Background: an optimization exercise with open tools, aiming at small area and a short achievable clock period. Do not read the settings as production practice.
At most, simulation tests tie the RTL to the original design; equivalence was not proved.
Power is estimated from default activity; no workload was simulated.

## fir_systolic_cfg
module fir_systolic_cfg (
    input  logic               clk,
    input  logic               rst,
    input  logic               in_valid,
    input  logic signed [15:0] in_data,
    input  logic               coef_wr,
    input  logic [2:0]         coef_addr,
    input  logic signed [15:0] coef_data,
    output logic               out_valid,
    output logic signed [31:0] out_data,
    output logic               out_ovf
);
    logic [15:0] coef_q [8];
    logic [2:0]  fill_q;
    logic        out_valid_q;
    wire         ov_d = in_valid & (fill_q == 3'd7);
    logic [34:0] ps0, pc0;
    logic [33:0] ps1, pc1;
    logic [33:0] ps2, pc2;
    logic [33:0] ps3, pc3;
    logic [32:0] ps4, pc4;
    logic [32:0] ps5, pc5;
    logic [31:0] ps6, pc6;
    logic [34:0] yp, yg;
    wire [16:0] hb0 = {coef_q[0], 1'b0};
    wire [16:0] xe0 = {in_data[15], in_data};
    wire [16:0] xs0 = {in_data, 1'b0};
    wire [7:0] on0, tw0, ng0;
    assign on0[0] = hb0[1] ^ hb0[0];
    assign tw0[0] = (hb0[2] & ~hb0[1] & ~hb0[0]) | (~hb0[2] & hb0[1] & hb0[0]);
    assign ng0[0] = hb0[2];
    assign on0[1] = hb0[3] ^ hb0[2];
    assign tw0[1] = (hb0[4] & ~hb0[3] & ~hb0[2]) | (~hb0[4] & hb0[3] & hb0[2]);
    assign ng0[1] = hb0[4];
  ...
==> flow/config.mk <==
export PLATFORM = sky130hd
export DESIGN_NAME = fir_systolic_cfg
export DESIGN_NICKNAME = fir_systolic_cfg
export VERILOG_FILES = /design/flow/design.v
export SDC_FILE = /design/flow/constraint.sdc
export NUM_CORES = 4
export LEC_CHECK = 0
export ABC_AREA = 1
export CAP_MARGIN = 20
export CORE_MARGIN = 2
export CORE_UTILIZATION = 40
export SETUP_SLACK_MARGIN = 5
export SLEW_MARGIN = 20
==> flow/constraint.sdc <==
create_clock -name core_clock -period 10.0 [get_ports {clk}]
set_input_delay 2.0000 -clock core_clock [delete_from_list [all_inputs] [get_ports {clk}]]
set_output_delay 2.0000 -clock core_clock [all_outputs]
set_load 0.01 [all_outputs]
standard.sh (not shown) runs the stock make flow with config.mk's settings and CLKGATE_MAP_FILE= SYNTH_SCRIPT=/design/flow/synth_recipe.tcl, a recipe that flattens the netlist after the stock synthesis.
==> flow/flow/run.sh <==
#!/bin/bash
# Standard layout, with one extra step between synthesis and floorplan:
# fa_polarity.py flips full-adder cells (a full adder is self-dual) so that
# fewer inverters are needed around them. The rewritten netlist is checked
# against the synthesised one with ABC's combinational equivalence check
# (same registers); if the check does not pass, the synthesised netlist is
# kept unchanged. Port buffers are plain buffers (buf_4) rather than the
# delay cell buffer_ports picks by itself.
set -euo pipefail
W=$(pwd)
R=$W/orfs/results/$FLOW_PLATFORM/fir_systolic_cfg/base
LIB=$FLOW_HOME/platforms/$FLOW_PLATFORM/lib/sky130_fd_sc_hd__tt_025C_1v80.lib
YB=$FLOW_HOME/../tools/install/yosys/bin
[ -x $YB/yosys ] || YB=$(dirname $(command -v yosys))

bash standard.sh synth > synth.log 2>&1

cp $R/1_2_yosys.v $W/netlist_synth.v
python3 flow/fa_polarity.py $W/netlist_synth.v $W/netlist_pol.v > polarity.log 2>&1

for n in synth pol; do
  cat > $W/blif_$n.ys <<EOT
read_liberty -ignore_miss_func $LIB
read_verilog $W/netlist_$n.v
hierarchy -top $FLOW_TOP
flatten
opt_clean
dffunmap
techmap
opt -fast
write_blif -gates $W/netlist_$n.blif
EOT
  $YB/yosys -q -l blif_$n.log $W/blif_$n.ys > /dev/null 2>&1
done
$YB/yosys-abc -c "cec $W/netlist_synth.blif $W/netlist_pol.blif" > cec.log 2>&1 || true
if grep -q "Networks are equivalent" cec.log; then
  echo "polarity: equivalent, using rewritten netlist" >> polarity.log
  cp $W/netlist_pol.v $R/1_2_yosys.v
  touch $R/1_2_yosys.v
else
  echo "polarity: NOT proven equivalent, keeping synthesised netlist" >> polarity.log
fi
rm -f $W/netlist_synth.blif $W/netlist_pol.blif

export BUFFER_PORTS_ARGS="-inputs -outputs -buffer_cell sky130_fd_sc_hd__buf_4"
bash standard.sh finish > layout.log 2>&1
Other scripts of this flow, unchanged in this note and not shown: flow/flow/fa_polarity.py
The first run finished clean.
==> next run, changes <==
--- a/flow/design.v
+++ b/flow/design.v
@@ -2989,22 +2989,28 @@
     wire y_p73 = y_p58 & y_p53;
     wire y_g74 = y_g59 | (y_p59 & y_g53);
     wire y_p74 = y_p59 & y_p53;
     wire y_g75 = y_g60 | (y_p60 & y_g53);
     wire y_p75 = y_p60 & y_p53;
     wire [30:0] y = {yp[30] ^ y_g74, yp[29] ^ y_g73, yp[28] ^ y_g72, yp[27] ^ y_g71, yp[26] ^ y_g70, yp[25] ^ y_g69, yp[24] ^ y_g68, yp[23] ^ y_g67, yp[22] ^ y_g66, yp[21] ^ y_g65, yp[20] ^ y_g64, yp[19] ^ y_g63, yp[18] ^ y_g62, yp[17] ^ y_g61, yp[16] ^ y_g53, yp[15] ^ y_g52, yp[14] ^ y_g51, yp[13] ^ y_g50, yp[12] ^ y_g49, yp[11] ^ y_g48, yp[10] ^ y_g47, yp[9] ^ y_g46, yp[8] ^ y_g34, yp[7] ^ y_g33, yp[6] ^ y_g32, yp[5] ^ y_g31, yp[4] ^ y_g17, yp[3] ^ y_g16, yp[2] ^ y_g1, yp[1] ^ yg[0], yp[0]};
     wire y_cout = y_g75;
     wire c31 = y_cout;
     wire [3:0] yt0, yt1;
-    wire [4:0] ct0 = {yg[33:31] | (yp[33:31] & ct0[2:0]), 1'b0};
-    wire [4:0] ct1 = {yg[33:31] | (yp[33:31] & ct1[2:0]), 1'b1};
-    assign yt0 = yp[34:31] ^ ct0[3:0];
-    assign yt1 = yp[34:31] ^ ct1[3:0];
+    wire [3:0] p4 = yp[34:31];
+    wire [2:0] g4 = yg[33:31];
+    wire c32_0 = g4[0];
+    wire c33_0 = g4[1] | (p4[1] & g4[0]);
+    wire c34_0 = g4[2] | (p4[2] & g4[1]) | (p4[2] & p4[1] & g4[0]);
+    wire c32_1 = g4[0] | p4[0];
+    wire c33_1 = g4[1] | (p4[1] & g4[0]) | (p4[1] & p4[0]);
+    wire c34_1 = g4[2] | (p4[2] & g4[1]) | (p4[2] & p4[1] & g4[0]) | (p4[2] & p4[1] & p4[0]);
+    assign yt0 = p4 ^ {c34_0, c33_0, c32_0, 1'b0};
+    assign yt1 = p4 ^ {c34_1, c33_1, c32_1, 1'b1};
     wire ov0 = ~(&yt0 | ~|yt0);
     wire ov1 = ~(&yt1 | ~|yt1);
     wire f1 = c31 ? (ov1 & ~yt1[3]) : (ov0 & ~yt0[3]);    
     wire f0 = c31 ? (ov1 & yt1[3]) : (ov0 & yt0[3]);      
     wire d31 = c31 ? (ov1 ? yt1[3] : yt1[0]) : (ov0 ? yt0[3] : yt0[0]);
     assign out_valid = out_valid_q;
     assign out_ovf   = c31 ? ov1 : ov0;
     assign out_data  = {d31, {31{f1}} | (y[30:0] & ~{31{f0}})};
 endmodule
=> The changed run ran to the end with no violations; cell count hardly moves; sequential cell count is unchanged; via count came out higher by 0.67%; total power is about the same; non-clock buffer count shrinks by 5; global-route usage rises by 0.34 points; first-iteration DRC count grows by about 10%; clock skew went down by 9.7 ps; core utilization shrinks by 0.34 points; clock-buffer cell count came out lower by 2; synthesized cell count is about the same; design area drops by 0.76%; register-to-register slack is about the same; worst setup slack is better by 60 ps.
Only the layout flow was run in the first run of this note; the RTL was not checked for function there.

==> separate check: timing with driven ports <==
How much do the figures lean on ideal ports? The routed layouts below were timed once more, with nothing changed but the port constraints. Step 1 assumes that a clkbuf_16 drives the clock port and a buf_2 every other input. Step 2 times the ports against the registers' clock, not the clock port: input delays grow and output delays shrink by t, the midpoint of the rising clock arrivals with the driver on. Three values: ideal ports, drivers, drivers and shift; two values: the first two.
run | t (ns) | setup WS [ns] | worst hold slack (ns) | worst setup path at the end
the first run | 0.780 | 4.996 / 4.912 / 4.291 | 0.426 / 0.426 / 0.426 | input to register
the second run | 0.786 | 5.057 / 4.816 / 4.030 | 0.425 / 0.425 / 0.425 | input to register
After both steps every run listed still meets setup and hold. The setup slack of the second run, which loses most, moves by -0.241 ns with the drivers and by -1.027 ns with both steps.
